This is an optimization exercise on Yosys and OpenROAD, whose aim is small area, not a production implementation. The RTL was checked by simulation tests, not by an equivalence proof against the original design. Power is estimated from default activity; no workload was simulated.

==> flow/design.v <==
`timescale 1ns/1ps
package rv_isa_pkg;
  localparam int XLEN = 32;
  typedef logic [XLEN-1:0] word_t;
  typedef logic [4:0]      reg_addr_t;
  typedef enum logic [6:0] {
    OPC_OP_IMM = 7'b0010011,
    OPC_OP     = 7'b0110011,
    OPC_LUI    = 7'b0110111,
    OPC_AUIPC  = 7'b0010111,
    OPC_JAL    = 7'b1101111,
    OPC_JALR   = 7'b1100111,
    OPC_BRANCH = 7'b1100011,
    OPC_SYSTEM = 7'b1110011
  } opcode_e;
  localparam logic [6:0] FUNCT7_ALT = 7'b0100000;
  localparam logic [2:0] F3_ADD_SUB = 3'b000;
  localparam logic [2:0] F3_SLL     = 3'b001;
  localparam logic [2:0] F3_SR      = 3'b101;
  typedef struct packed {
    logic [6:0] funct7;
    reg_addr_t  rs2;
    reg_addr_t  rs1;
    logic [2:0] funct3;
    reg_addr_t  rd;
    opcode_e    opcode;
  } r_fmt_t;
  typedef struct packed {
    logic [11:0] imm_11_0;
    reg_addr_t   rs1;
    logic [2:0]  funct3;
    reg_addr_t   rd;
    opcode_e     opcode;
  } i_fmt_t;
  typedef struct packed {
    logic [6:0] imm_11_5;
    reg_addr_t  rs2;
    reg_addr_t  rs1;
    logic [2:0] funct3;
    logic [4:0] imm_4_0;
    opcode_e    opcode;
  } s_fmt_t;
  typedef struct packed {
    logic       imm_12;
    logic [5:0] imm_10_5;
    reg_addr_t  rs2;
    reg_addr_t  rs1;
    logic [2:0] funct3;
    logic [3:0] imm_4_1;
    logic       imm_11;
    opcode_e    opcode;
  } b_fmt_t;
  typedef struct packed {
    logic [19:0] imm_31_12;
    reg_addr_t   rd;
    opcode_e     opcode;
  } u_fmt_t;
  typedef struct packed {
    logic       imm_20;
    logic [9:0] imm_10_1;
    logic       imm_11;
    logic [7:0] imm_19_12;
    reg_addr_t  rd;
    opcode_e    opcode;
  } j_fmt_t;
  typedef union packed {
    r_fmt_t r;
    i_fmt_t i;
    s_fmt_t s;
    b_fmt_t b;
    u_fmt_t u;
    j_fmt_t j;
  } rv_insn_u;
endpackage
`timescale 1ns/1ps
package core_pkg;
  localparam int          NUM_REGS = 32;
  localparam logic [31:0] RESET_PC = 32'h0000_0000;
  localparam logic [31:0] PC_STEP  = 32'd4;
  typedef enum logic [3:0] {
    ALU_ADD  = 4'b0000,
    ALU_SLL  = 4'b0001,
    ALU_SLT  = 4'b0010,
    ALU_SLTU = 4'b0011,
    ALU_XOR  = 4'b0100,
    ALU_SRL  = 4'b0101,
    ALU_OR   = 4'b0110,
    ALU_AND  = 4'b0111,
    ALU_SUB  = 4'b1000,
    ALU_SRA  = 4'b1101
  } alu_op_e;
  typedef enum logic [1:0] {
    SRC_A_RS1  = 2'd0,
    SRC_A_PC   = 2'd1,
    SRC_A_ZERO = 2'd2
  } src_a_e;
  typedef enum logic [1:0] {
    SRC_B_RS2  = 2'd0,
    SRC_B_IMM  = 2'd1,
    SRC_B_STEP = 2'd2
  } src_b_e;
  typedef enum logic [1:0] {
    FLOW_SEQ    = 2'd0,
    FLOW_BRANCH = 2'd1,
    FLOW_JAL    = 2'd2,
    FLOW_JALR   = 2'd3
  } flow_e;
  typedef enum logic [2:0] {
    BR_EQ  = 3'b000,
    BR_NE  = 3'b001,
    BR_LT  = 3'b100,
    BR_GE  = 3'b101,
    BR_LTU = 3'b110,
    BR_GEU = 3'b111
  } branch_cond_e;
endpackage
`timescale 1ns/1ps
`timescale 1ns/1ps
module rv_aoi222 (
  input  logic [2:0] a,
  input  logic [2:0] b,
  output logic       y
);
  assign y = ~|(a & b);
endmodule
module rv_rf_mux_bit (
  input  logic [31:1] sel,
  input  logic [31:1] d,
  output logic        q
);
  logic [10:0] t;
  for (genvar g = 0; g < 10; g++) begin : g_aoi
    rv_aoi222 u_aoi (.a(sel[3*g+3 -: 3]), .b(d[3*g+3 -: 3]), .y(t[g]));
  end
  assign t[10] = ~(sel[31] & d[31]);
  assign q = ~&t;
endmodule
module rv_rf_read (
  input  logic [4:0]        addr,
  input  logic [32*32-1:0]  regs,
  output logic [31:0]       data
);
  logic [31:1] sel;
  for (genvar i = 1; i < 32; i++) begin : g_sel
    assign sel[i] = (addr == 5'(i));
  end
  for (genvar b = 0; b < 32; b++) begin : g_bit
    logic [31:1] d;
    for (genvar i = 1; i < 32; i++) begin : g_d
      assign d[i] = regs[i*32 + b];
    end
    rv_rf_mux_bit u_mux (.sel(sel), .d(d), .q(data[b]));
  end
endmodule
`timescale 1ns/1ps
module rv_alu (
  input  logic [31:0] op_a,        
  input  logic [31:0] op_b,        
  input  logic        inv_b,
  input  logic [2:0]  f3,
  input  logic        alt,
  input  logic [31:0] imm_u,
  input  logic [31:1] pc_imm,
  input  logic [31:1] pc_plus4,
  input  logic        sel_alu,
  input  logic        sel_lui,
  input  logic        sel_auipc,
  input  logic        sel_link,
  output logic [31:0] sum,
  output logic [31:0] result,
  output logic        taken        
);
  logic [31:0] op_bx, p, g;
  logic        cout;
  assign op_bx = op_b ^ {32{inv_b}};
  rv_add32 u_add (.a(op_a), .b(op_bx), .cin(inv_b), .sum(sum), .cout(cout), .p(p), .g(g));
  logic lt_s, lt_u, eq;
  assign lt_u = ~cout;
  assign lt_s = (op_a[31] ^ op_b[31]) ? op_a[31] : sum[31];
  assign eq   = &p;
  always_comb begin
    case (f3[2:1])
      2'b00:   taken = eq;
      2'b10:   taken = lt_s;
      default: taken = lt_u;
    endcase
    taken = taken ^ f3[0];
  end
  logic [31:0] sh_out;
  rv_shift u_shift (.a(op_a), .amt(op_b[4:0]), .left(~f3[2]), .fill(alt & op_a[31]), .y(sh_out));
  logic s_sum, s_sll, s_sr, s_p, s_g, s_lt;
  assign s_sum = sel_alu & (f3 == 3'b000);
  assign s_sll = sel_alu & (f3 == 3'b001);
  assign s_lt  = sel_alu & (f3[2:1] == 2'b01);
  assign s_sr  = sel_alu & (f3 == 3'b101);
  assign s_p   = sel_alu & ((f3 == 3'b100) | (f3 == 3'b110));
  assign s_g   = sel_alu & ((f3 == 3'b110) | (f3 == 3'b111));
  always_comb begin
    for (int k = 0; k < 32; k++) begin
      result[k] = (s_sum & sum[k]) | (s_sll & sh_out[31-k]) | (s_sr & sh_out[k]) |
                  (s_p & p[k]) | (s_g & g[k]) | (sel_lui & imm_u[k]) |
                  (sel_auipc & ((k == 0) ? 1'b0 : pc_imm[k])) |
                  (sel_link & ((k == 0) ? 1'b0 : pc_plus4[k]));
    end
    result[0] = result[0] | (s_lt & (f3[0] ? lt_u : lt_s));
  end
endmodule
module rv_mux2i (
  input  logic a,
  input  logic b,
  input  logic s,
  output logic y
);
  assign y = ~(s ? b : a);
endmodule
module rv_shift (
  input  logic [31:0] a,
  input  logic [4:0]  amt,
  input  logic        left,
  input  logic        fill,
  output logic [31:0] y
);
  logic [31:0] x0, x1, x2, x3, x4, x5;
  for (genvar k = 0; k < 32; k++) begin : g_rev
    rv_mux2i u_mux (.a(a[k]), .b(a[31-k]), .s(left), .y(x0[k]));
  end
  logic [4:0] f;
  assign f = {~fill, fill, ~fill, fill, ~fill};
  for (genvar k = 0; k < 32; k++) begin : g_s0
    rv_mux2i u_mux (.a(x0[k]), .b((k + 1 < 32) ? x0[(k + 1) % 32] : f[0]), .s(amt[0]), .y(x1[k]));
  end
  for (genvar k = 0; k < 32; k++) begin : g_s1
    rv_mux2i u_mux (.a(x1[k]), .b((k + 2 < 32) ? x1[(k + 2) % 32] : f[1]), .s(amt[1]), .y(x2[k]));
  end
  for (genvar k = 0; k < 32; k++) begin : g_s2
    rv_mux2i u_mux (.a(x2[k]), .b((k + 4 < 32) ? x2[(k + 4) % 32] : f[2]), .s(amt[2]), .y(x3[k]));
  end
  for (genvar k = 0; k < 32; k++) begin : g_s3
    rv_mux2i u_mux (.a(x3[k]), .b((k + 8 < 32) ? x3[(k + 8) % 32] : f[3]), .s(amt[3]), .y(x4[k]));
  end
  for (genvar k = 0; k < 32; k++) begin : g_s4
    rv_mux2i u_mux (.a(x4[k]), .b((k + 16 < 32) ? x4[(k + 16) % 32] : f[4]), .s(amt[4]), .y(x5[k]));
  end
  assign y = x5;
endmodule
module rv_c_inv (input logic a, output logic y);
  assign y = ~a;
endmodule
module rv_c_nand2 (input logic a, input logic b, output logic y);
  assign y = ~(a & b);
endmodule
module rv_c_nor2 (input logic a, input logic b, output logic y);
  assign y = ~(a | b);
endmodule
module rv_c_aoi21 (input logic a1, input logic a2, input logic b, output logic y);
  assign y = ~((a1 & a2) | b);
endmodule
module rv_c_oai21 (input logic a1, input logic a2, input logic b, output logic y);
  assign y = ~((a1 | a2) & b);
endmodule
module rv_add32 (
  input  logic [31:0] a,
  input  logic [31:0] b,
  input  logic        cin,
  output logic [31:0] sum,
  output logic        cout,
  output logic [31:0] p,
  output logic [31:0] g
);
  assign p = a ^ b;
  assign g = a & b;
  logic g0c0;
  assign g0c0 = g[0] | (p[0] & cin);
  logic gn1;
  rv_c_aoi21 u_gn1 (.a1(p[1]), .a2(g0c0), .b(g[1]), .y(gn1));
  logic gn2;
  rv_c_aoi21 u_gn2 (.a1(p[3]), .a2(g[2]), .b(g[3]), .y(gn2));
  logic pn3;
  rv_c_nand2 u_pn3 (.a(p[3]), .b(p[2]), .y(pn3));
  logic gn4;
  rv_c_aoi21 u_gn4 (.a1(p[5]), .a2(g[4]), .b(g[5]), .y(gn4));
  logic pn5;
  rv_c_nand2 u_pn5 (.a(p[5]), .b(p[4]), .y(pn5));
  logic gn6;
  rv_c_aoi21 u_gn6 (.a1(p[7]), .a2(g[6]), .b(g[7]), .y(gn6));
  logic pn7;
  rv_c_nand2 u_pn7 (.a(p[7]), .b(p[6]), .y(pn7));
  logic gn8;
  rv_c_aoi21 u_gn8 (.a1(p[9]), .a2(g[8]), .b(g[9]), .y(gn8));
  logic pn9;
  rv_c_nand2 u_pn9 (.a(p[9]), .b(p[8]), .y(pn9));
  logic gn10;
  rv_c_aoi21 u_gn10 (.a1(p[11]), .a2(g[10]), .b(g[11]), .y(gn10));
  logic pn11;
  rv_c_nand2 u_pn11 (.a(p[11]), .b(p[10]), .y(pn11));
  logic gn12;
  rv_c_aoi21 u_gn12 (.a1(p[13]), .a2(g[12]), .b(g[13]), .y(gn12));
  logic pn13;
  rv_c_nand2 u_pn13 (.a(p[13]), .b(p[12]), .y(pn13));
  logic gn14;
  rv_c_aoi21 u_gn14 (.a1(p[15]), .a2(g[14]), .b(g[15]), .y(gn14));
  logic pn15;
  rv_c_nand2 u_pn15 (.a(p[15]), .b(p[14]), .y(pn15));
  logic gn16;
  rv_c_aoi21 u_gn16 (.a1(p[17]), .a2(g[16]), .b(g[17]), .y(gn16));
  logic pn17;
  rv_c_nand2 u_pn17 (.a(p[17]), .b(p[16]), .y(pn17));
  logic gn18;
  rv_c_aoi21 u_gn18 (.a1(p[19]), .a2(g[18]), .b(g[19]), .y(gn18));
  logic pn19;
  rv_c_nand2 u_pn19 (.a(p[19]), .b(p[18]), .y(pn19));
  logic gn20;
  rv_c_aoi21 u_gn20 (.a1(p[21]), .a2(g[20]), .b(g[21]), .y(gn20));
  logic pn21;
  rv_c_nand2 u_pn21 (.a(p[21]), .b(p[20]), .y(pn21));
  logic gn22;
  rv_c_aoi21 u_gn22 (.a1(p[23]), .a2(g[22]), .b(g[23]), .y(gn22));
  logic pn23;
  rv_c_nand2 u_pn23 (.a(p[23]), .b(p[22]), .y(pn23));
  logic gn24;
  rv_c_aoi21 u_gn24 (.a1(p[25]), .a2(g[24]), .b(g[25]), .y(gn24));
  logic pn25;
  rv_c_nand2 u_pn25 (.a(p[25]), .b(p[24]), .y(pn25));
  logic gn26;
  rv_c_aoi21 u_gn26 (.a1(p[27]), .a2(g[26]), .b(g[27]), .y(gn26));
  logic pn27;
  rv_c_nand2 u_pn27 (.a(p[27]), .b(p[26]), .y(pn27));
  logic gn28;
  rv_c_aoi21 u_gn28 (.a1(p[29]), .a2(g[28]), .b(g[29]), .y(gn28));
  logic pn29;
  rv_c_nand2 u_pn29 (.a(p[29]), .b(p[28]), .y(pn29));
  logic gn30;
  rv_c_aoi21 u_gn30 (.a1(p[31]), .a2(g[30]), .b(g[31]), .y(gn30));
  logic pn31;
  rv_c_nand2 u_pn31 (.a(p[31]), .b(p[30]), .y(pn31));
  logic gn32;
  rv_c_oai21 u_gn32 (.a1(pn3), .a2(gn1), .b(gn2), .y(gn32));
  logic gn33;
  rv_c_oai21 u_gn33 (.a1(pn7), .a2(gn4), .b(gn6), .y(gn33));
  logic pn34;
  rv_c_nor2 u_pn34 (.a(pn7), .b(pn5), .y(pn34));
  logic gn35;
  rv_c_oai21 u_gn35 (.a1(pn11), .a2(gn8), .b(gn10), .y(gn35));
  logic pn36;
  rv_c_nor2 u_pn36 (.a(pn11), .b(pn9), .y(pn36));
  logic gn37;
  rv_c_oai21 u_gn37 (.a1(pn15), .a2(gn12), .b(gn14), .y(gn37));
  logic pn38;
  rv_c_nor2 u_pn38 (.a(pn15), .b(pn13), .y(pn38));
  logic gn39;
  rv_c_oai21 u_gn39 (.a1(pn19), .a2(gn16), .b(gn18), .y(gn39));
  logic pn40;
  rv_c_nor2 u_pn40 (.a(pn19), .b(pn17), .y(pn40));
  logic gn41;
  rv_c_oai21 u_gn41 (.a1(pn23), .a2(gn20), .b(gn22), .y(gn41));
  logic pn42;
  rv_c_nor2 u_pn42 (.a(pn23), .b(pn21), .y(pn42));
  logic gn43;
  rv_c_oai21 u_gn43 (.a1(pn27), .a2(gn24), .b(gn26), .y(gn43));
  logic pn44;
  rv_c_nor2 u_pn44 (.a(pn27), .b(pn25), .y(pn44));
  logic gn45;
  rv_c_oai21 u_gn45 (.a1(pn31), .a2(gn28), .b(gn30), .y(gn45));
  logic pn46;
  rv_c_nor2 u_pn46 (.a(pn31), .b(pn29), .y(pn46));
  logic gn47;
  rv_c_aoi21 u_gn47 (.a1(pn34), .a2(gn32), .b(gn33), .y(gn47));
  logic gn48;
  rv_c_aoi21 u_gn48 (.a1(pn38), .a2(gn35), .b(gn37), .y(gn48));
  logic pn49;
  rv_c_nand2 u_pn49 (.a(pn38), .b(pn36), .y(pn49));
  logic gn50;
  rv_c_aoi21 u_gn50 (.a1(pn42), .a2(gn39), .b(gn41), .y(gn50));
  logic pn51;
  rv_c_nand2 u_pn51 (.a(pn42), .b(pn40), .y(pn51));
  logic gn52;
  rv_c_aoi21 u_gn52 (.a1(pn46), .a2(gn43), .b(gn45), .y(gn52));
  logic pn53;
  rv_c_nand2 u_pn53 (.a(pn46), .b(pn44), .y(pn53));
  logic gn54;
  rv_c_oai21 u_gn54 (.a1(pn49), .a2(gn47), .b(gn48), .y(gn54));
  logic gn55;
  rv_c_oai21 u_gn55 (.a1(pn53), .a2(gn50), .b(gn52), .y(gn55));
  logic pn56;
  rv_c_nor2 u_pn56 (.a(pn53), .b(pn51), .y(pn56));
  logic gn57;
  rv_c_aoi21 u_gn57 (.a1(pn56), .a2(gn54), .b(gn55), .y(gn57));
  logic iv58;
  rv_c_inv u_iv58 (.a(gn54), .y(iv58));
  logic gn59;
  rv_c_oai21 u_gn59 (.a1(pn51), .a2(iv58), .b(gn50), .y(gn59));
  logic iv60;
  rv_c_inv u_iv60 (.a(gn47), .y(iv60));
  logic gn61;
  rv_c_aoi21 u_gn61 (.a1(pn36), .a2(iv60), .b(gn35), .y(gn61));
  logic gn62;
  rv_c_aoi21 u_gn62 (.a1(pn40), .a2(gn54), .b(gn39), .y(gn62));
  logic gn63;
  rv_c_aoi21 u_gn63 (.a1(pn44), .a2(gn59), .b(gn43), .y(gn63));
  logic iv64;
  rv_c_inv u_iv64 (.a(gn32), .y(iv64));
  logic gn65;
  rv_c_oai21 u_gn65 (.a1(pn5), .a2(iv64), .b(gn4), .y(gn65));
  logic gn66;
  rv_c_oai21 u_gn66 (.a1(pn9), .a2(gn47), .b(gn8), .y(gn66));
  logic gn67;
  rv_c_oai21 u_gn67 (.a1(pn13), .a2(gn61), .b(gn12), .y(gn67));
  logic gn68;
  rv_c_oai21 u_gn68 (.a1(pn17), .a2(iv58), .b(gn16), .y(gn68));
  logic gn69;
  rv_c_oai21 u_gn69 (.a1(pn21), .a2(gn62), .b(gn20), .y(gn69));
  logic iv70;
  rv_c_inv u_iv70 (.a(gn59), .y(iv70));
  logic gn71;
  rv_c_oai21 u_gn71 (.a1(pn25), .a2(iv70), .b(gn24), .y(gn71));
  logic gn72;
  rv_c_oai21 u_gn72 (.a1(pn29), .a2(gn63), .b(gn28), .y(gn72));
  logic iv73;
  rv_c_inv u_iv73 (.a(gn1), .y(iv73));
  logic gn74;
  rv_c_aoi21 u_gn74 (.a1(p[2]), .a2(iv73), .b(g[2]), .y(gn74));
  logic gn75;
  rv_c_aoi21 u_gn75 (.a1(p[4]), .a2(gn32), .b(g[4]), .y(gn75));
  logic gn76;
  rv_c_aoi21 u_gn76 (.a1(p[6]), .a2(gn65), .b(g[6]), .y(gn76));
  logic gn77;
  rv_c_aoi21 u_gn77 (.a1(p[8]), .a2(iv60), .b(g[8]), .y(gn77));
  logic gn78;
  rv_c_aoi21 u_gn78 (.a1(p[10]), .a2(gn66), .b(g[10]), .y(gn78));
  logic iv79;
  rv_c_inv u_iv79 (.a(gn61), .y(iv79));
  logic gn80;
  rv_c_aoi21 u_gn80 (.a1(p[12]), .a2(iv79), .b(g[12]), .y(gn80));
  logic gn81;
  rv_c_aoi21 u_gn81 (.a1(p[14]), .a2(gn67), .b(g[14]), .y(gn81));
  logic gn82;
  rv_c_aoi21 u_gn82 (.a1(p[16]), .a2(gn54), .b(g[16]), .y(gn82));
  logic gn83;
  rv_c_aoi21 u_gn83 (.a1(p[18]), .a2(gn68), .b(g[18]), .y(gn83));
  logic iv84;
  rv_c_inv u_iv84 (.a(gn62), .y(iv84));
  logic gn85;
  rv_c_aoi21 u_gn85 (.a1(p[20]), .a2(iv84), .b(g[20]), .y(gn85));
  logic gn86;
  rv_c_aoi21 u_gn86 (.a1(p[22]), .a2(gn69), .b(g[22]), .y(gn86));
  logic gn87;
  rv_c_aoi21 u_gn87 (.a1(p[24]), .a2(gn59), .b(g[24]), .y(gn87));
  logic gn88;
  rv_c_aoi21 u_gn88 (.a1(p[26]), .a2(gn71), .b(g[26]), .y(gn88));
  logic iv89;
  rv_c_inv u_iv89 (.a(gn63), .y(iv89));
  logic gn90;
  rv_c_aoi21 u_gn90 (.a1(p[28]), .a2(iv89), .b(g[28]), .y(gn90));
  logic gn91;
  rv_c_aoi21 u_gn91 (.a1(p[30]), .a2(gn72), .b(g[30]), .y(gn91));
  assign sum[0] = p[0] ^ cin;
  assign sum[1] = p[1] ^ g0c0;
  assign sum[2] = ~(p[2] ^ gn1);
  assign sum[3] = ~(p[3] ^ gn74);
  assign sum[4] = p[4] ^ gn32;
  assign sum[5] = ~(p[5] ^ gn75);
  assign sum[6] = p[6] ^ gn65;
  assign sum[7] = ~(p[7] ^ gn76);
  assign sum[8] = ~(p[8] ^ gn47);
  assign sum[9] = ~(p[9] ^ gn77);
  assign sum[10] = p[10] ^ gn66;
  assign sum[11] = ~(p[11] ^ gn78);
  assign sum[12] = ~(p[12] ^ gn61);
  assign sum[13] = ~(p[13] ^ gn80);
  assign sum[14] = p[14] ^ gn67;
  assign sum[15] = ~(p[15] ^ gn81);
  assign sum[16] = p[16] ^ gn54;
  assign sum[17] = ~(p[17] ^ gn82);
  assign sum[18] = p[18] ^ gn68;
  assign sum[19] = ~(p[19] ^ gn83);
  assign sum[20] = ~(p[20] ^ gn62);
  assign sum[21] = ~(p[21] ^ gn85);
  assign sum[22] = p[22] ^ gn69;
  assign sum[23] = ~(p[23] ^ gn86);
  assign sum[24] = p[24] ^ gn59;
  assign sum[25] = ~(p[25] ^ gn87);
  assign sum[26] = p[26] ^ gn71;
  assign sum[27] = ~(p[27] ^ gn88);
  assign sum[28] = ~(p[28] ^ gn63);
  assign sum[29] = ~(p[29] ^ gn90);
  assign sum[30] = p[30] ^ gn72;
  assign sum[31] = ~(p[31] ^ gn91);
  assign cout = ~gn57;
endmodule
`timescale 1ns/1ps
module rv_pc_unit (
  input  logic [31:1] pc,
  input  logic [31:1] imm,
  input  logic [31:1] jalr_target,
  input  logic        take_imm,
  input  logic        take_jalr,
  input  logic        rst,
  output logic [31:1] pc_plus4,
  output logic [31:1] pc_imm,
  output logic [31:1] pc_next
);
  logic [31:2] c;
  assign c[2] = 1'b1;
  for (genvar i = 2; i < 31; i++) begin : g_inc
    assign c[i+1] = c[i] & pc[i];
  end
  assign pc_plus4 = {pc[31:2] ^ c[31:2], pc[1]};
  logic unused_cout;
  logic [31:1] unused_p, unused_g;
  rv_add31 u_add (.a(pc), .b(imm), .cin(1'b0), .sum(pc_imm), .cout(unused_cout), .p(unused_p), .g(unused_g));
  logic s_jalr, s_imm, s_seq;
  assign s_jalr = take_jalr & ~rst;
  assign s_imm  = take_imm & ~take_jalr & ~rst;
  assign s_seq  = ~take_imm & ~take_jalr & ~rst;
  assign pc_next = ({31{s_jalr}} & jalr_target) | ({31{s_imm}} & pc_imm) | ({31{s_seq}} & pc_plus4);
endmodule
module rv_add31 (
  input  logic [30:0] a,
  input  logic [30:0] b,
  input  logic        cin,
  output logic [30:0] sum,
  output logic        cout,
  output logic [30:0] p,
  output logic [30:0] g
);
  assign p = a ^ b;
  assign g = a & b;
  logic g0c0;
  assign g0c0 = g[0] | (p[0] & cin);
  logic gn1;
  rv_c_aoi21 u_gn1 (.a1(p[1]), .a2(g0c0), .b(g[1]), .y(gn1));
  logic gn2;
  rv_c_aoi21 u_gn2 (.a1(p[3]), .a2(g[2]), .b(g[3]), .y(gn2));
  logic pn3;
  rv_c_nand2 u_pn3 (.a(p[3]), .b(p[2]), .y(pn3));
  logic gn4;
  rv_c_aoi21 u_gn4 (.a1(p[5]), .a2(g[4]), .b(g[5]), .y(gn4));
  logic pn5;
  rv_c_nand2 u_pn5 (.a(p[5]), .b(p[4]), .y(pn5));
  logic gn6;
  rv_c_aoi21 u_gn6 (.a1(p[7]), .a2(g[6]), .b(g[7]), .y(gn6));
  logic pn7;
  rv_c_nand2 u_pn7 (.a(p[7]), .b(p[6]), .y(pn7));
  logic gn8;
  rv_c_aoi21 u_gn8 (.a1(p[9]), .a2(g[8]), .b(g[9]), .y(gn8));
  logic pn9;
  rv_c_nand2 u_pn9 (.a(p[9]), .b(p[8]), .y(pn9));
  logic gn10;
  rv_c_aoi21 u_gn10 (.a1(p[11]), .a2(g[10]), .b(g[11]), .y(gn10));
  logic pn11;
  rv_c_nand2 u_pn11 (.a(p[11]), .b(p[10]), .y(pn11));
  logic gn12;
  rv_c_aoi21 u_gn12 (.a1(p[13]), .a2(g[12]), .b(g[13]), .y(gn12));
  logic pn13;
  rv_c_nand2 u_pn13 (.a(p[13]), .b(p[12]), .y(pn13));
  logic gn14;
  rv_c_aoi21 u_gn14 (.a1(p[15]), .a2(g[14]), .b(g[15]), .y(gn14));
  logic pn15;
  rv_c_nand2 u_pn15 (.a(p[15]), .b(p[14]), .y(pn15));
  logic gn16;
  rv_c_aoi21 u_gn16 (.a1(p[17]), .a2(g[16]), .b(g[17]), .y(gn16));
  logic pn17;
  rv_c_nand2 u_pn17 (.a(p[17]), .b(p[16]), .y(pn17));
  logic gn18;
  rv_c_aoi21 u_gn18 (.a1(p[19]), .a2(g[18]), .b(g[19]), .y(gn18));
  logic pn19;
  rv_c_nand2 u_pn19 (.a(p[19]), .b(p[18]), .y(pn19));
  logic gn20;
  rv_c_aoi21 u_gn20 (.a1(p[21]), .a2(g[20]), .b(g[21]), .y(gn20));
  logic pn21;
  rv_c_nand2 u_pn21 (.a(p[21]), .b(p[20]), .y(pn21));
  logic gn22;
  rv_c_aoi21 u_gn22 (.a1(p[23]), .a2(g[22]), .b(g[23]), .y(gn22));
  logic pn23;
  rv_c_nand2 u_pn23 (.a(p[23]), .b(p[22]), .y(pn23));
  logic gn24;
  rv_c_aoi21 u_gn24 (.a1(p[25]), .a2(g[24]), .b(g[25]), .y(gn24));
  logic pn25;
  rv_c_nand2 u_pn25 (.a(p[25]), .b(p[24]), .y(pn25));
  logic gn26;
  rv_c_aoi21 u_gn26 (.a1(p[27]), .a2(g[26]), .b(g[27]), .y(gn26));
  logic pn27;
  rv_c_nand2 u_pn27 (.a(p[27]), .b(p[26]), .y(pn27));
  logic gn28;
  rv_c_aoi21 u_gn28 (.a1(p[29]), .a2(g[28]), .b(g[29]), .y(gn28));
  logic pn29;
  rv_c_nand2 u_pn29 (.a(p[29]), .b(p[28]), .y(pn29));
  logic gn30;
  rv_c_oai21 u_gn30 (.a1(pn3), .a2(gn1), .b(gn2), .y(gn30));
  logic gn31;
  rv_c_oai21 u_gn31 (.a1(pn7), .a2(gn4), .b(gn6), .y(gn31));
  logic pn32;
  rv_c_nor2 u_pn32 (.a(pn7), .b(pn5), .y(pn32));
  logic gn33;
  rv_c_oai21 u_gn33 (.a1(pn11), .a2(gn8), .b(gn10), .y(gn33));
  logic pn34;
  rv_c_nor2 u_pn34 (.a(pn11), .b(pn9), .y(pn34));
  logic gn35;
  rv_c_oai21 u_gn35 (.a1(pn15), .a2(gn12), .b(gn14), .y(gn35));
  logic pn36;
  rv_c_nor2 u_pn36 (.a(pn15), .b(pn13), .y(pn36));
  logic gn37;
  rv_c_oai21 u_gn37 (.a1(pn19), .a2(gn16), .b(gn18), .y(gn37));
  logic pn38;
  rv_c_nor2 u_pn38 (.a(pn19), .b(pn17), .y(pn38));
  logic gn39;
  rv_c_oai21 u_gn39 (.a1(pn23), .a2(gn20), .b(gn22), .y(gn39));
  logic pn40;
  rv_c_nor2 u_pn40 (.a(pn23), .b(pn21), .y(pn40));
  logic gn41;
  rv_c_oai21 u_gn41 (.a1(pn27), .a2(gn24), .b(gn26), .y(gn41));
  logic pn42;
  rv_c_nor2 u_pn42 (.a(pn27), .b(pn25), .y(pn42));
  logic gn43;
  rv_c_aoi21 u_gn43 (.a1(pn32), .a2(gn30), .b(gn31), .y(gn43));
  logic gn44;
  rv_c_aoi21 u_gn44 (.a1(pn36), .a2(gn33), .b(gn35), .y(gn44));
  logic pn45;
  rv_c_nand2 u_pn45 (.a(pn36), .b(pn34), .y(pn45));
  logic gn46;
  rv_c_aoi21 u_gn46 (.a1(pn40), .a2(gn37), .b(gn39), .y(gn46));
  logic pn47;
  rv_c_nand2 u_pn47 (.a(pn40), .b(pn38), .y(pn47));
  logic gn48;
  rv_c_oai21 u_gn48 (.a1(pn45), .a2(gn43), .b(gn44), .y(gn48));
  logic iv49;
  rv_c_inv u_iv49 (.a(gn48), .y(iv49));
  logic gn50;
  rv_c_oai21 u_gn50 (.a1(pn47), .a2(iv49), .b(gn46), .y(gn50));
  logic iv51;
  rv_c_inv u_iv51 (.a(gn43), .y(iv51));
  logic gn52;
  rv_c_aoi21 u_gn52 (.a1(pn34), .a2(iv51), .b(gn33), .y(gn52));
  logic gn53;
  rv_c_aoi21 u_gn53 (.a1(pn38), .a2(gn48), .b(gn37), .y(gn53));
  logic gn54;
  rv_c_aoi21 u_gn54 (.a1(pn42), .a2(gn50), .b(gn41), .y(gn54));
  logic iv55;
  rv_c_inv u_iv55 (.a(gn30), .y(iv55));
  logic gn56;
  rv_c_oai21 u_gn56 (.a1(pn5), .a2(iv55), .b(gn4), .y(gn56));
  logic gn57;
  rv_c_oai21 u_gn57 (.a1(pn9), .a2(gn43), .b(gn8), .y(gn57));
  logic gn58;
  rv_c_oai21 u_gn58 (.a1(pn13), .a2(gn52), .b(gn12), .y(gn58));
  logic gn59;
  rv_c_oai21 u_gn59 (.a1(pn17), .a2(iv49), .b(gn16), .y(gn59));
  logic gn60;
  rv_c_oai21 u_gn60 (.a1(pn21), .a2(gn53), .b(gn20), .y(gn60));
  logic iv61;
  rv_c_inv u_iv61 (.a(gn50), .y(iv61));
  logic gn62;
  rv_c_oai21 u_gn62 (.a1(pn25), .a2(iv61), .b(gn24), .y(gn62));
  logic gn63;
  rv_c_oai21 u_gn63 (.a1(pn29), .a2(gn54), .b(gn28), .y(gn63));
  logic iv64;
  rv_c_inv u_iv64 (.a(gn1), .y(iv64));
  logic gn65;
  rv_c_aoi21 u_gn65 (.a1(p[2]), .a2(iv64), .b(g[2]), .y(gn65));
  logic gn66;
  rv_c_aoi21 u_gn66 (.a1(p[4]), .a2(gn30), .b(g[4]), .y(gn66));
  logic gn67;
  rv_c_aoi21 u_gn67 (.a1(p[6]), .a2(gn56), .b(g[6]), .y(gn67));
  logic gn68;
  rv_c_aoi21 u_gn68 (.a1(p[8]), .a2(iv51), .b(g[8]), .y(gn68));
  logic gn69;
  rv_c_aoi21 u_gn69 (.a1(p[10]), .a2(gn57), .b(g[10]), .y(gn69));
  logic iv70;
  rv_c_inv u_iv70 (.a(gn52), .y(iv70));
  logic gn71;
  rv_c_aoi21 u_gn71 (.a1(p[12]), .a2(iv70), .b(g[12]), .y(gn71));
  logic gn72;
  rv_c_aoi21 u_gn72 (.a1(p[14]), .a2(gn58), .b(g[14]), .y(gn72));
  logic gn73;
  rv_c_aoi21 u_gn73 (.a1(p[16]), .a2(gn48), .b(g[16]), .y(gn73));
  logic gn74;
  rv_c_aoi21 u_gn74 (.a1(p[18]), .a2(gn59), .b(g[18]), .y(gn74));
  logic iv75;
  rv_c_inv u_iv75 (.a(gn53), .y(iv75));
  logic gn76;
  rv_c_aoi21 u_gn76 (.a1(p[20]), .a2(iv75), .b(g[20]), .y(gn76));
  logic gn77;
  rv_c_aoi21 u_gn77 (.a1(p[22]), .a2(gn60), .b(g[22]), .y(gn77));
  logic gn78;
  rv_c_aoi21 u_gn78 (.a1(p[24]), .a2(gn50), .b(g[24]), .y(gn78));
  logic gn79;
  rv_c_aoi21 u_gn79 (.a1(p[26]), .a2(gn62), .b(g[26]), .y(gn79));
  logic iv80;
  rv_c_inv u_iv80 (.a(gn54), .y(iv80));
  logic gn81;
  rv_c_aoi21 u_gn81 (.a1(p[28]), .a2(iv80), .b(g[28]), .y(gn81));
  logic gn82;
  rv_c_aoi21 u_gn82 (.a1(p[30]), .a2(gn63), .b(g[30]), .y(gn82));
  assign sum[0] = p[0] ^ cin;
  assign sum[1] = p[1] ^ g0c0;
  assign sum[2] = ~(p[2] ^ gn1);
  assign sum[3] = ~(p[3] ^ gn65);
  assign sum[4] = p[4] ^ gn30;
  assign sum[5] = ~(p[5] ^ gn66);
  assign sum[6] = p[6] ^ gn56;
  assign sum[7] = ~(p[7] ^ gn67);
  assign sum[8] = ~(p[8] ^ gn43);
  assign sum[9] = ~(p[9] ^ gn68);
  assign sum[10] = p[10] ^ gn57;
  assign sum[11] = ~(p[11] ^ gn69);
  assign sum[12] = ~(p[12] ^ gn52);
  assign sum[13] = ~(p[13] ^ gn71);
  assign sum[14] = p[14] ^ gn58;
  assign sum[15] = ~(p[15] ^ gn72);
  assign sum[16] = p[16] ^ gn48;
  assign sum[17] = ~(p[17] ^ gn73);
  assign sum[18] = p[18] ^ gn59;
  assign sum[19] = ~(p[19] ^ gn74);
  assign sum[20] = ~(p[20] ^ gn53);
  assign sum[21] = ~(p[21] ^ gn76);
  assign sum[22] = p[22] ^ gn60;
  assign sum[23] = ~(p[23] ^ gn77);
  assign sum[24] = p[24] ^ gn50;
  assign sum[25] = ~(p[25] ^ gn78);
  assign sum[26] = p[26] ^ gn62;
  assign sum[27] = ~(p[27] ^ gn79);
  assign sum[28] = ~(p[28] ^ gn54);
  assign sum[29] = ~(p[29] ^ gn81);
  assign sum[30] = p[30] ^ gn63;
  assign cout = ~gn82;
endmodule
`timescale 1ns/1ps
module rv_core_top (
  input  logic        clk,
  input  logic        rst,
  input  logic [31:0] insn_from_imem,
  output logic [31:0] pc_to_imem,
  output logic        halt,
  output logic [31:0] trace_completed_pc,
  output logic [31:0] trace_completed_insn,
  output logic        trace_rd_we,
  output logic [4:0]  trace_rd,
  output logic [31:0] trace_rd_data
);
  logic [31:0] insn;
  assign insn = insn_from_imem;
  logic [6:0] opc;
  logic [2:0] f3;
  logic [6:0] f7;
  logic [4:0] rs1, rs2, rd;
  assign opc = insn[6:0];
  assign f3  = insn[14:12];
  assign f7  = insn[31:25];
  assign rd  = insn[11:7];
  assign rs1 = insn[19:15];
  assign rs2 = insn[24:20];
  logic is_op, is_opimm, is_lui, is_auipc, is_jal, is_jalr, is_br, is_sys, is_alu;
  assign is_op    = (opc == 7'b0110011);
  assign is_opimm = (opc == 7'b0010011);
  assign is_lui   = (opc == 7'b0110111);
  assign is_auipc = (opc == 7'b0010111);
  assign is_jal   = (opc == 7'b1101111);
  assign is_jalr  = (opc == 7'b1100111) && (f3 == 3'b000);
  assign is_br    = (opc == 7'b1100011) && (f3[2:1] != 2'b01);
  assign is_sys   = (opc == 7'b1110011);
  assign is_alu   = is_op | is_opimm;
  logic f7_zero, f7_alt, alu_ok;
  assign f7_zero = (f7 == 7'b0000000);
  assign f7_alt  = (f7 == 7'b0100000);
  always_comb begin
    if (is_op)               alu_ok = f7_zero | (f7_alt & ((f3 == 3'b000) | (f3 == 3'b101)));
    else if (f3 == 3'b001)   alu_ok = f7_zero;
    else if (f3 == 3'b101)   alu_ok = f7_zero | f7_alt;
    else                     alu_ok = 1'b1;
  end
  logic wen;
  assign wen = is_lui | is_auipc | is_jal | is_jalr | (is_alu & alu_ok);
  assign trace_rd_we = wen && !rst && (rd != 5'd0);
  assign halt        = is_sys && (insn[31:7] == 25'd0) && !rst;
  logic [31:0] imm_i, imm_b, imm_u, imm_j;
  assign imm_i = {{20{insn[31]}}, insn[31:20]};
  assign imm_b = {{19{insn[31]}}, insn[31], insn[7], insn[30:25], insn[11:8], 1'b0};
  assign imm_u = {insn[31:12], 12'b0};
  assign imm_j = {{11{insn[31]}}, insn[31], insn[19:12], insn[20], insn[30:21], 1'b0};
  logic [31:0] result;
  logic [31:0] wdata;
  logic [32*32-1:0] rf;
  assign rf[31:0] = 32'd0;
  assign wdata = result;
  for (genvar i = 1; i < 32; i++) begin : g_reg
    logic [31:0] q;
    always_ff @(posedge clk) begin
      if (rst || (wen && (rd == 5'(i)))) q <= wdata;
    end
    assign rf[i*32 +: 32] = q;
  end
  logic [31:0] rs1_data, rs2_data;
  rv_rf_read u_rd1 (.addr(rs1), .regs(rf), .data(rs1_data));
  rv_rf_read u_rd2 (.addr(rs2), .regs(rf), .data(rs2_data));
  logic [31:0] op_b, sum;
  logic        inv_b, taken;
  assign op_b  = (is_op | is_br) ? rs2_data : imm_i;
  assign inv_b = is_br | (is_alu & (f3[2:1] == 2'b01)) | (is_op & (f3 == 3'b000) & f7[5]);
  logic [31:1] pc_q, pc_imm, pc_plus4, pc_next;
  logic [31:0] imm_pc;
  always_comb begin
    if (is_jal)        imm_pc = imm_j;
    else if (is_auipc) imm_pc = imm_u;
    else               imm_pc = imm_b;
  end
  rv_pc_unit u_pc_unit (
    .pc          (pc_q),
    .imm         (imm_pc[31:1]),
    .jalr_target (sum[31:1]),
    .take_imm    (is_jal | (is_br & taken)),
    .take_jalr   (is_jalr),
    .rst         (rst),
    .pc_plus4    (pc_plus4),
    .pc_imm      (pc_imm),
    .pc_next     (pc_next)
  );
  always_ff @(posedge clk) begin
    pc_q <= pc_next;
  end
  rv_alu u_alu (
    .op_a      (rs1_data),
    .op_b      (op_b),
    .inv_b     (inv_b),
    .f3        (f3),
    .alt       (f7[5]),
    .imm_u     (imm_u),
    .pc_imm    (pc_imm),
    .pc_plus4  (pc_plus4),
    .sel_alu   (is_alu & !rst),
    .sel_lui   (is_lui & !rst),
    .sel_auipc (is_auipc & !rst),
    .sel_link  ((is_jal | is_jalr) & !rst),
    .sum       (sum),
    .result    (result),
    .taken     (taken)
  );
  assign pc_to_imem           = {pc_q, 1'b0};
  assign trace_completed_pc   = {pc_q, 1'b0};
  assign trace_completed_insn = insn;
  assign trace_rd             = rd;
  assign trace_rd_data        = result;
endmodule
==> flow/flow/run.sh <==
#!/bin/bash
set -euo pipefail
export BUFFER_PORTS_ARGS="-buffer_cell sky130_fd_sc_hd__buf_1"
export CTS_ARGS="-sink_clustering_enable -repair_clock_nets -dont_use_dummy_load -buf_list sky130_fd_sc_hd__clkbuf_16 -sink_clustering_size 24 -sink_clustering_max_diameter 80"
bash standard.sh > flow_make.log 2>&1
==> flow/standard.sh <==
#!/bin/bash
# synth_recipe.tcl (not shown) runs the flow's synth.tcl, then flattens the netlist and writes it again
# the make line also repeats each setting of config.mk as NAME=value (left out here)
make -C /OpenROAD-flow-scripts/flow DESIGN_CONFIG=/design/flow/config.mk WORK_HOME=/design/flow/orfs CLKGATE_MAP_FILE= SYNTH_SCRIPT=/design/flow/synth_recipe.tcl "${@:-finish}"
==> flow/config.mk <==
export PLATFORM = sky130hd
export DESIGN_NAME = rv_core_top
export DESIGN_NICKNAME = rv_core_top
export VERILOG_FILES = /design/flow/design.v
export SDC_FILE = /design/flow/constraint.sdc
export NUM_CORES = 4
export LEC_CHECK = 0
export CAP_MARGIN = 20
export CORE_MARGIN = 2
export CORE_UTILIZATION = 40
export SETUP_SLACK_MARGIN = 0.1
export SLEW_MARGIN = 20
export SYNTH_HIERARCHICAL = 1
==> flow/constraint.sdc <==
create_clock -name core_clock -period 12.0 [get_ports {clk}]
set_input_delay 2.4000 -clock core_clock [delete_from_list [all_inputs] [get_ports {clk}]]
set_output_delay 2.4000 -clock core_clock [all_outputs]
set_load 0.01 [all_outputs]
==> results.cfg, run 1 <==
[placement]
dp_hpwl_mm = 127
gp_congestion = 0.990
io_buffers = 166
place_area_um2 = 52400

[setup_path]
cp_slowest_cell = buf_1
critPathMaxFanout = 22
critPathMostFrequentCell = o21ai_1
endpoint_kind = output pin
path_class = in -> out
slowest_delay_ns = 0.78
r2r_slack_ns = 4.14
path_cells = buf_1 > nand3b_1 > nor2_4 > buf_4 > a222oi_1 > nand4_1 > a2111o_1 > ha_1 > nand2_1 > nor2_1 > nand2_1 > o21ai_1 > inv_1 > o21ai_1 > a21oi_2 > o21ai_1 > a21oi_2 > xnor2_1 > maj3_1 > o21ai_0 > o2111ai_4 > buf_1
crit_buf_inv = 4
cp.required_ns = 9.60
cp.arrival_ns = 9.38
cp-start-kind = primary input
path_delay_family = compound AO/OA/AOI/OAI gates

[global_route]
grt_max_degree = 40
track_usage_pct = 29.6
antenna_found_initial = 19
grt_pass1_vias = 34182
gr-total-overflow = 0
grt_pass1_wl_mm = 260

[synth]
yosys_warnings = 8
synthCells = 3158
synth.avg_cell_area_um2 = 15.3
syn_area_um2 = 48300

[hold_path]
hold_class = reg -> reg

[sta]
skew_ns = 0.104
period_share_pct = 98.2
min_period_ns = 11.78
hold_violations = 0
rsz0062_at_grt = no
worst_pin_slew_ns = 1.30
setup_viol = 0
fmax_mhz = 84.9
relSlewSlack_pct = 13.4
setup_tns_ns = 0
final_max_slew_viol_count = 0

[floorplan]
start_util_pct = 40.3
std_cell_rows = 127
die_h_um = 352
coreArea_um2 = 120000
io_pins = 169
die_area_um2 = 124000
die_w_um = 352

[power_and_ir_drop]
clockPowerShare_pct = 27.7
power_frac_comb_pct = 13.6
power.total_uw = 7010
swShare_pct = 26.6
cellLeakagePower_uw = 0.0189
power.density_nw_per_um2 = 130
p_int_uw = 5140
p_sw_uw = 1860
p_seq_share_pct = 58.7
peakVddDrop_mv = 0.109

[clock_tree]
clk_pin_slew_worst_paths_ns = 0.05
cts_sinks = 1023
cts_tree = done
clk-insertion-delay-late_ns = 0.72
cts_buffers = 56
cts_root_buf = clkbuf_16
clock_path_buffers = 3
htreeDepth = 2

[final_layout]
final_cell_mix = edfxtp_1, a222oi_1, mux2i_1
area_delta_synth_final_pct = 11.4
utilization_pct = 45.0
fin_nets = 3579
layout_commonest_cell = edfxtp_1
drive_gt1_share_pct = 14.0
fillers = 10610
stdcell_area_um2 = 53900

[detailed_routing]
drt_wl_total_mm = 191
vias = 36908
firstDrtPassIters = 13
drt_iter0_markers = 8793
antenna_left = 0
vias_per_cell = 7.29
drc_errors = 0
wire_per_inst_um = 37.8

[run_status]
run_status = no timing/DRC/antenna violations

[job]
maxCapViolations = 0
[path summary, 6_finish.rpt]
check / startpoint / depth (start not counted) / to
hold reg to reg: pc_q[1] / 2 / pc_q[1]
hold / removal: pc_q[1] / 2 / pc_q[1]
setup / recovery: insn_from_imem[17] / 22 / trace_rd_data[0]
setup reg to reg: pc_q[2] / 32 / g_reg[14].q[31]
[final cells by class]
cell class                      count  area [um^2]  share of cell area (%)
Antenna cell                        3         7.51                  0.0139
Clock buffer                       56         1400                    2.60
Inverter                           23         86.3                   0.160
Multi-Input combinational cell   1993        17800                    33.0
Sequential cell                  1023        30400                    56.5
Tap cell                         1612         2020                    3.74
Timing Repair Buffer              356         2160                    4.01
[layer usage]
| layer | up-vias | share of wire [%] | GRT usage (%) | wire (um) |
|---|---|---|---|---|
| li1 | 14994 | - | - | - |
| met1 | 18339 | 37 | 39.6 | 70000 |
| met2 | 3118 | 43 | 44.3 | 82500 |
| met3 | 447 | 15 | 8.59 | 28000 |
| met4 | 10 | 5.6 | 14.0 | 10800 |
| met5 | - | 0.033 | 0 | 63 |
[power groups by stage]
stage	Combinational [uW]	Clock [uW]	Sequential [uW]
floorplan	529	0	4170
global placement	909	0	4180
detailed placement	909	0	4190
CTS	913	1950	4110
global route	980	2070	4130
finish	955	1940	4110
[registers in the layout, summed over array words and instances, names as in the netlist]
register  count
pc_q         31
g.q         992
[timing repair]
item / CTS / global route
setup buffers: 0 / 4
hold buffers: 0 / 0
gates resized for setup: 0 / 3
setup endpoints to repair: 0 / 1
[per-stage QoR]
step	hold WS [ns]	setup slack [ns]	instances
6_report	0.660	0.219	5066
5_1_grt	0.699	0.162	5064
4_1_cts	0.659	0.447	5053
3_5_place_dp	0.644	0.459	4997
3_3_place_gp	0.643	0.551	4994
2_1_floorplan	0.614	0.361	3171
[worst register-to-register path: cells and delay by family (launching register included)]
kind	cells	cell delay, ns
AOI/OAI and AO/OA	1	0.34
and+or+nand+nor	1	0.70
buffers and inverters	1	0.54
adders and majority gates	28	5.32
xor gates and xnor gates	1	0.20
DFF	1	0.38
==> run 2, diff against run 1 <==
==> flow/flow/run.sh (replaced) <==
#!/bin/bash
set -euo pipefail
export BUFFER_PORTS_ARGS="-buffer_cell sky130_fd_sc_hd__buf_1"
export CTS_ARGS="-sink_clustering_enable -repair_clock_nets -dont_use_dummy_load -buf_list sky130_fd_sc_hd__clkbuf_4 -sink_clustering_size 8 -sink_clustering_max_diameter 50"
export RECOVER_POWER=100
bash standard.sh > flow_make.log 2>&1
--- a/flow/config.mk
+++ b/flow/config.mk
@@ -8,6 +8,6 @@
 export CAP_MARGIN = 20
 export CORE_MARGIN = 2
 export CORE_UTILIZATION = 40
-export SETUP_SLACK_MARGIN = 0.1
+export SETUP_SLACK_MARGIN = 0.3
 export SLEW_MARGIN = 20
 export SYNTH_HIERARCHICAL = 1
==> results.cfg, run 2 <==
[power_and_ir_drop]
p_sw_uw = 1910
peakVddDrop_mv = 0.0756
clockPowerShare_pct = 25.6
p_int_uw = 4900
cellLeakagePower_uw = 0.0187
power.density_nw_per_um2 = 128
power_frac_comb_pct = 13.8
p_seq_share_pct = 60.5
power.total_uw = 6810
swShare_pct = 28.0

[detailed_routing]
vias_per_cell = 7.29
antenna_left = 0
dr_wl_met2_mm = 82.0
wire_per_inst_um = 37.3
drc_errors = 0
topRoutingLayerUsed = met5
firstDrtPassIters = 14
drt_iter0_markers = 8897
vias = 37686
wl_met3_mm = 28.1
drt_wl_total_mm = 193
m1WireLength_mm = 70.6

[global_route]
gr-total-overflow = 0
track_usage_pct = 30.1
antenna_found_initial = 15
grt_max_degree = 40
grt_pass1_wl_mm = 263
grt_pass1_vias = 35147

[final_layout]
reg_top3 = g.q: 992 flops, pc_q: 31 flops
stdcell_area_um2 = 53300
area_delta_synth_final_pct = 10.3
largest_reg_flops = 992
fin_cells = 5173
fin_nets = 3683
multi_input_area_um2 = 17700
fillers = 10832
seq_area_um2 = 30400
layout_commonest_cell = edfxtp_1
largest_register = g.q
drive_gt1_share_pct = 14.0
final_cell_mix = edfxtp_1, a222oi_1, mux2i_1

[hold_path]
hp-start = pc_q[1]
hold-path-endpoint = pc_q[1]
min_delay_path_depth = 2
hold_class = reg -> reg

[synth]
yosys_warnings = 8
synthCells = 3158
synth.avg_cell_area_um2 = 15.3
syn_area_um2 = 48300

[setup_path]
reg2reg_to = g_reg[14].q[31]
cp.required_ns = 9.60
endpoint_kind = output pin
cp.arrival_ns = 9.35
r2r_cells = 32
critPathMaxFanout = 32
r2r_start = pc_q[2]
cp-start-kind = primary input
path_class = in -> out
r2r_slack_ns = 3.32

[sta]
worst_slack_ns = 0.251
fmax_mhz = 85.1
hold_violations = 0
final_max_slew_viol_count = 1428
worst_pin_slew_ns = 3.02
period_share_pct = 97.9
setup_viol = 0
rsz0062_at_grt = no
skew_ns = 0.196
min_period_ns = 11.75
relSlewSlack_pct = -101
setup_tns_ns = 0

[clock_tree]
htreeDepth = 4
cts_buffers = 154
cts_sinks = 1023
clock_path_buffers = 3
clk-insertion-delay-late_ns = 1.15
cts_root_buf = clkbuf_4
hold_buffers = 0
clk_pin_slew_worst_paths_ns = 0.07
cts_tree = done

[placement]
dp_slack_ns = 0.459
place_inst = 4997
gp_congestion = 0.990
place_area_um2 = 52400
dp_hpwl_mm = 127
io_buffers = 166

[floorplan]
die_h_um = 352
die_area_um2 = 124000
start_util_pct = 40.3
io_pins = 169
die_w_um = 352
std_cell_rows = 127
coreArea_um2 = 120000

[run_status]
run_status = finished with violations
so_faults = capacitance limit, slew limit

[job]
maxCapViolations = 46
-- run 2: metal layers --
metal | track usage, % | up-vias
met5 | 0 | -
met4 | 17.0 | 2
met3 | 9.19 | 524
met2 | 43.8 | 3290
met1 | 39.9 | 18614
li1 | - | 15256
-- run 2: critical path: stages --
cell	delay, ns
clkbuf_1	0.57
nand3b_1	0.46
nor2_4	0.26
a222oi_1	0.37
nand4_1	0.50
a2111o_1	0.45
mux2_2	0.29
xor2_1	0.17
fa_1	0.48
a21oi_1	0.27
o21ai_1	0.25
a21oi_2	0.31
o21ai_0	0.25
xor2_1	0.37
a22oi_1	0.15
nand4_1	0.11
clkbuf_1	1.38
buf_1	0.25
-- run 2: worst max path at each step --
stage | start | cells after the start | end | slack (ns)
after floorplan | insn_from_imem[22] | 21 | trace_rd_data[0] | 0.36
after global placement | insn_from_imem[23] | 24 | trace_rd_data[0] | 0.55
after detailed placement | insn_from_imem[23] | 24 | trace_rd_data[0] | 0.46
after CTS | insn_from_imem[23] | 24 | trace_rd_data[0] | 0.45
after global routing | insn_from_imem[20] | 18 | trace_rd_data[10] | 0.18
final | insn_from_imem[20] | 18 | trace_rd_data[10] | 0.25
-- run 2: final cells by class --
| type | instances | area share (%) |
|---|---|---|
| Antenna cell | 6 | 0.0282 |
| Clock buffer | 154 | 2.17 |
| Inverter | 23 | 0.162 |
| Multi-Input combinational cell | 1991 | 33.1 |
| Sequential cell | 1023 | 57.1 |
| Tap cell | 1612 | 3.78 |
| Timing Repair Buffer | 364 | 3.66 |
-- run 2: stage by stage --
stage	hold slack, ns	util (%)
2_1_floorplan	0.614	-
3_3_place_gp	0.643	43.6
3_5_place_dp	0.644	43.7
4_1_cts	0.661	44.7
5_1_grt	0.702	44.5
6_report	0.661	44.5
-- run 2: power groups by stage --
stage	clock [uW]	sequential, uW	combinational [uW]
after CTS	1770	4110	913
after global placement	0	4180	909
after global routing	1920	4140	965
after floorplan	0	4170	529
after detailed placement	0	4190	909
final	1750	4120	941
-- run 2: repair_timing --
action,CTS,global route
resized for setup,0,11
endpoints found under the setup margin,0,3
setup buffers,0,10
==> run 3, diff against run 2 <==
--- a/flow/design.v
+++ b/flow/design.v
@@ -512,7 +512,11 @@
   assign s_jalr = take_jalr & ~rst;
   assign s_imm  = take_imm & ~take_jalr & ~rst;
   assign s_seq  = ~take_imm & ~take_jalr & ~rst;
-  assign pc_next = ({31{s_jalr}} & jalr_target) | ({31{s_imm}} & pc_imm) | ({31{s_seq}} & pc_plus4);
+  for (genvar k = 1; k < 32; k++) begin : g_next
+    logic n;
+    rv_aoi222 u_aoi (.a({s_jalr, s_imm, s_seq}), .b({jalr_target[k], pc_imm[k], pc_plus4[k]}), .y(n));
+    rv_c_inv u_inv (.a(n), .y(pc_next[k]));
+  end
 endmodule
 module rv_add31 (
   input  logic [30:0] a,
==> flow/flow/run.sh (replaced) <==
#!/bin/bash
set -euo pipefail
export BUFFER_PORTS_ARGS="-buffer_cell sky130_fd_sc_hd__buf_1"
export CTS_ARGS="-sink_clustering_enable -repair_clock_nets -dont_use_dummy_load -buf_list sky130_fd_sc_hd__clkbuf_4 -sink_clustering_size 9 -sink_clustering_max_diameter 50"
bash standard.sh > flow_make.log 2>&1
--- a/flow/config.mk
+++ b/flow/config.mk
@@ -8,6 +8,6 @@
 export CAP_MARGIN = 20
 export CORE_MARGIN = 2
 export CORE_UTILIZATION = 40
-export SETUP_SLACK_MARGIN = 0.3
+export SETUP_SLACK_MARGIN = 0.1
 export SLEW_MARGIN = 20
 export SYNTH_HIERARCHICAL = 1
==> results.cfg, run 3 <==
[clock_tree]
clk_pin_slew_worst_paths_ns = 0.08
clock_path_buffers = 3
cts_sinks = 1023
cts_buffers = 139
hold_buffers = 0
cts_tree = done
htreeDepth = 4
cts_root_buf = clkbuf_4
clk-insertion-delay-late_ns = 1.12

[placement]
dp_hpwl_mm = 131
io_buffers = 166
gp_congestion = 0.984
place_inst = 4887
dp_slack_ns = 0.619

[floorplan]
die_area_um2 = 122000
coreArea_um2 = 118000
start_util_pct = 40.4
die_h_um = 350
io_pins = 169
std_cell_rows = 126
die_w_um = 350

[synth]
yosys_warnings = 8
syn_area_um2 = 47800
synthCells = 3114
synth.avg_cell_area_um2 = 15.4

[setup_path]
cp.arrival_ns = 9.28
critPathCapture = trace_rd_data[0]
crit_path_start = insn_from_imem[24]
cp-start-kind = primary input
critPathMaxFanout = 18
endpoint_kind = output pin
reg2reg_to = g_reg[23].q[30]
r2r_cells = 31
path_class = in -> out
r2r_start = pc_q[2]
cp.required_ns = 9.60
r2r_slack_ns = 4.32

[final_layout]
final_cell_mix = edfxtp_1, a222oi_1, mux2i_1
largest_reg_flops = 992
layout_commonest_cell = edfxtp_1
fin_cells = 5043
largest_register = g.q
drive_gt1_share_pct = 15.2
reg_top3 = g.q: 992 flops, pc_q: 31 flops
utilization_pct = 44.7
area_delta_synth_final_pct = 10.7
fin_nets = 3618

[detailed_routing]
antenna_left = 0
wire_per_inst_um = 38.5
dr_wl_met2_mm = 81.4
topRoutingLayerUsed = met5
firstDrtPassIters = 12
vias_per_cell = 7.47
m1WireLength_mm = 70.6
drt_wl_total_mm = 194
vias = 37677
drt_iter0_markers = 8892
wl_met3_mm = 28.9
drc_errors = 0

[global_route]
track_usage_pct = 30.9
grt_pass1_vias = 35307
grt_pass1_wl_mm = 267
grt_max_degree = 40
gr-total-overflow = 0
antenna_found_initial = 20

[sta]
skew_ns = 0.133
worst_slack_ns = 0.323
hold_violations = 0
min_period_ns = 11.68
setup_tns_ns = 0
final_max_slew_viol_count = 0
setup_viol = 0
period_share_pct = 97.3
fmax_mhz = 85.6
worst_pin_slew_ns = 1.23
rsz0062_at_grt = no
relSlewSlack_pct = 17.8

[run_status]
run_status = no timing/DRC/antenna violations

[power_and_ir_drop]
peakVddDrop_mv = 0.0724
cellLeakagePower_uw = 0.0190
power.density_nw_per_um2 = 128
power.total_uw = 6750

[hold_path]
hold_class = reg -> reg

[job]
maxCapViolations = 0
==> run 3: area by class of cell <==
type | instances | area [um^2]
fill | 10534 | 65300
clock buffer | 139 | 1040
antenna | 17 | 42.5
inverter | 53 | 199
timing repair buffer | 348 | 2020
sequential | 1023 | 30400
multi-input combinational | 1927 | 17300
tap | 1536 | 1920
==> run 3: how the worst min path moves through the flow <==
stage	start	to	slack [ns]	cells after the start
4_1_cts	pc_q[2]	pc_q[2]	0.65	3
6_report	pc_q[2]	pc_q[2]	0.66	3
3_5_place_dp	pc_q[2]	pc_q[2]	0.64	3
5_1_grt	pc_q[2]	pc_q[2]	0.69	3
3_3_place_gp	pc_q[2]	pc_q[2]	0.61	3
2_1_floorplan	pc_q[2]	pc_q[2]	0.59	3
==> run 3: through the flow <==
step | hold WS [ns] | instance area [um^2]
floorplan | 0.586 | 47900
global placement | 0.609 | 51800
detailed placement | 0.636 | 51800
CTS | 0.653 | 52900
global route | 0.692 | 52900
finish | 0.663 | 52900
==> run 3: repair_timing <==
| action | 4_1_cts | 5_1_grt |
|---|---|---|
| buffers inserted | 0 | 0 |
| endpoints found under the setup margin | 0 | 1 |
| gates resized for setup | 0 | 1 |
==> run 3: critical path, cell delays in order <==
cell,delay (ns)
buf_1,0.38
buf_4,0.27
or2_2,0.32
nor2_4,0.22
a222oi_1,0.38
nand4_1,0.48
a2111o_1,0.47
mux2_2,0.30
xor2_1,0.15
ha_1,0.44
nand2_1,0.07
o21ai_1,0.40
a21oi_2,0.19
o21ai_1,0.17
buf_4,0.17
inv_1,0.07
o21ai_1,0.39
a21oi_2,0.16
o21ai_1,0.28
a21oi_2,0.09
xnor2_1,0.17
maj3_1,0.36
o21ai_0,0.32
o2111ai_4,0.33
buf_1,0.22
==> run 3: power breakdown <==
| part | switching (uW) | total [uW] | internal [uW] |
|---|---|---|---|
| registers | 73.5 | 4110 | 4040 |
| clock network | 1150 | 1680 | 532 |
| logic | 690 | 963 | 273 |
==> run 3: metal layers <==
layer	vias to the layer above	global-route usage, %
li1	15084	-
met1	18660	40.7
met2	3411	44.5
met3	510	9.46
met4	12	18.8
met5	-	0
==> run 4, diff against run 3 <==
==> flow/run.sh (new file) <==
#!/bin/bash
# synth_recipe.tcl (not shown) runs the flow's synth.tcl, then flattens the netlist and writes it again
# the make line also repeats each setting of config.mk as NAME=value (left out here)
make -C /OpenROAD-flow-scripts/flow DESIGN_CONFIG=/design/flow/config.mk WORK_HOME=/design/flow/orfs CLKGATE_MAP_FILE= SYNTH_SCRIPT=/design/flow/synth_recipe.tcl finish
--- a/flow/config.mk
+++ b/flow/config.mk
@@ -8,6 +8,9 @@
 export CAP_MARGIN = 20
 export CORE_MARGIN = 2
 export CORE_UTILIZATION = 40
+export CTS_BUF_LIST = sky130_fd_sc_hd__clkbuf_4
+export CTS_CLUSTER_DIAMETER = 50
+export CTS_CLUSTER_SIZE = 9
 export SETUP_SLACK_MARGIN = 0.1
 export SLEW_MARGIN = 20
 export SYNTH_HIERARCHICAL = 1
removed: flow/flow/run.sh
removed: flow/standard.sh
==> results.cfg, run 4 <==
[final_layout]
reg_top3 = g.q: 992 flops, pc_q: 31 flops
largest_register = g.q
multi_input_area_um2 = 17300
layout_commonest_cell = edfxtp_1
utilization_pct = 46.5
final_cell_mix = edfxtp_1, a222oi_1, buf_4
area_delta_synth_final_pct = 15.0
fillers = 10378
seq_area_um2 = 30400
drive_gt1_share_pct = 17.6
largest_reg_flops = 992
fin_nets = 3688

[synth]
synth.avg_cell_area_um2 = 15.4
yosys_warnings = 8
synthCells = 3114
syn_area_um2 = 47800

[power_and_ir_drop]
p_seq_share_pct = 58.3
swShare_pct = 28.2
power_frac_comb_pct = 14.3
clockPowerShare_pct = 27.4
cellLeakagePower_uw = 0.0200
power.density_nw_per_um2 = 128
power.total_uw = 7060
p_sw_uw = 1990
peakVddDrop_mv = 0.0915
p_int_uw = 5070

[clock_tree]
cts_root_buf = clkbuf_4
cts_buffers = 140
cts_tree = done
clk_pin_slew_worst_paths_ns = 0.09
clk-insertion-delay-late_ns = 1.16
clock_path_buffers = 3
cts_sinks = 1023
htreeDepth = 4

[global_route]
track_usage_pct = 30.9
grt_max_degree = 40
grt_pass1_vias = 35815
antenna_found_initial = 12
gr-total-overflow = 0
grt_pass1_wl_mm = 268

[run_status]
run_status = no timing/DRC/antenna violations

[placement]
gp_congestion = 1.01
dp_hpwl_mm = 129
io_buffers = 166

[floorplan]
die_h_um = 350
die_w_um = 350
start_util_pct = 40.4
coreArea_um2 = 118000
die_area_um2 = 122000
io_pins = 169
std_cell_rows = 126

[setup_path]
endpoint_kind = output pin
path_cells = clkdlybuf4s50_1 > or3_1 > nor2_4 > a222oi_1 > nand4_1 > a2111o_1 > mux2_2 > xor2_1 > ha_1 > a21oi_2 > o21ai_1 > a21oi_2 > o21ai_1 > inv_1 > o21ai_1 > a21oi_2 > o21ai_1 > a21oi_2 > xnor2_1 > maj3_1 > o21ai_0 > o2111ai_4 > clkdlybuf4s50_1
path_delay_family = compound AO/OA/AOI/OAI gates
path_class = in -> out
critical_path_depth = 23
cp.arrival_ns = 9.41
r2r_cells = 32
cp_slowest_cell = nor2_4
cp-start-kind = primary input
slowest_delay_ns = 0.96
cp.required_ns = 9.60
crit_buf_inv = 3
critPathMaxFanout = 22

[sta]
worst_pin_slew_ns = 1.22
skew_ns = 0.127
period_share_pct = 98.5
final_max_slew_viol_count = 0
setup_viol = 0
rsz0062_at_grt = no
min_period_ns = 11.81
relSlewSlack_pct = 18.7
hold_violations = 0
fmax_mhz = 84.6
setup_tns_ns = 0

[detailed_routing]
vias_per_cell = 7.41
drc_errors = 0
drt_wl_total_mm = 196
antenna_left = 0
wire_per_inst_um = 38.1
firstDrtPassIters = 13
vias = 38127
drt_iter0_markers = 9016

[job]
maxCapViolations = 0

[hold_path]
hold_class = reg -> reg
min_delay_path_depth = 3
==> run 4: area by class of cell <==
cell class | instances | area share, %
diodes | 12 | 0.0546
clock buffers | 145 | 1.98
clock inverters | 34 | 0.651
inverters | 53 | 0.362
multi-input cells | 1929 | 31.4
flip-flops and latches | 1023 | 55.3
well taps | 1536 | 3.49
repair buffers | 415 | 6.75
==> run 4: power groups by stage <==
stage / Clock (uW) / Combinational (uW) / Sequential, uW
finish: 1930 / 1010 / 4110
global route: 2080 / 1030 / 4130
CTS: 1950 / 968 / 4110
detailed placement: 0 / 964 / 4190
global placement: 0 / 962 / 4180
floorplan: 0 / 525 / 4170
==> run 4: worst register-to-register path: cells and delay by family (launching register included) <==
kind	cells	cell delay, ns
AOI/OAI and AO/OA	1	0.37
DFF	1	0.39
xor gates and xnor gates	1	0.18
and+or+nand+nor	1	0.47
adders and majority gates	28	5.29
buffers and inverters	1	0.43
==> run 4: path summary, 6_finish.rpt <==
check                           from               end  slack (ns)
setup / recovery  insn_from_imem[20]  trace_rd_data[0]        0.19
hold / removal               pc_q[2]           pc_q[2]        0.68
setup reg to reg             pc_q[2]   g_reg[13].q[31]        4.57
hold reg to reg              pc_q[2]           pc_q[2]        0.68
==> run 4: repair_timing <==
item | 4_1_cts | 5_1_grt
endpoints found under the setup margin | 0 | 2
hold buffers | 0 | 0
setup buffers | 0 | 6
resized for setup | 0 | 0
==> run 4: layer usage <==
metal  global-route usage (%)  wire length (um)
met4                     18.3             12900
met2                     46.0             84400
met3                     9.39             29200
met5                        0                61
met1                     39.9             69300
==> run 4: per-stage QoR <==
step                      area [um^2]  hold slack, ns  std cells  setup WS, ns
after floorplan                 47900           0.586       3127         0.363
after global placement          53300           0.637       4944         0.408
after detailed placement        53400           0.645       4947         0.408
after CTS                       54900           0.669       5126         0.375
after global routing            55000           0.728       5143         0.107
final                           55000           0.677       5147         0.185

## port drivers added, routing unchanged
The flow's constraints put no driver on any port. The routed layouts listed below were extracted and timed again, unchanged, in two steps.
Step 1 sets driving cells, clkbuf_16 on the clock port and buf_2 on the other inputs (assumed; they add their load-dependent delay and slew).
Step 2 adds t to the input delays and takes it off the output delays; t is the mean of the earliest and latest rising clock arrival at the registers after step 1. Input paths then give back, and output paths get back, about the clock's delay inside the block.
Slacks: no drivers / after step 1 / after step 2; pairs: no drivers / after step 1.
| run | shift t [ns] | slack for setup (ns) | latest minus earliest clock arrival (ns) |
|---|---|---|---|
| run 1 | 0.744 | 0.219 / 0.187 / 0.187 | 0.104 / 0.104 |
| run 2 | 1.120 | 0.251 / 0.131 / 0.131 | 0.196 / 0.196 |
| run 3 | 1.128 | 0.323 / 0.244 / 0.244 | 0.133 / 0.132 |
| run 4 | 1.160 | 0.185 / 0.120 / 0.120 | 0.127 / 0.127 |
The setup slack of run 2, which loses most, moves by -0.120 ns with the drivers and by -0.120 ns with both steps.
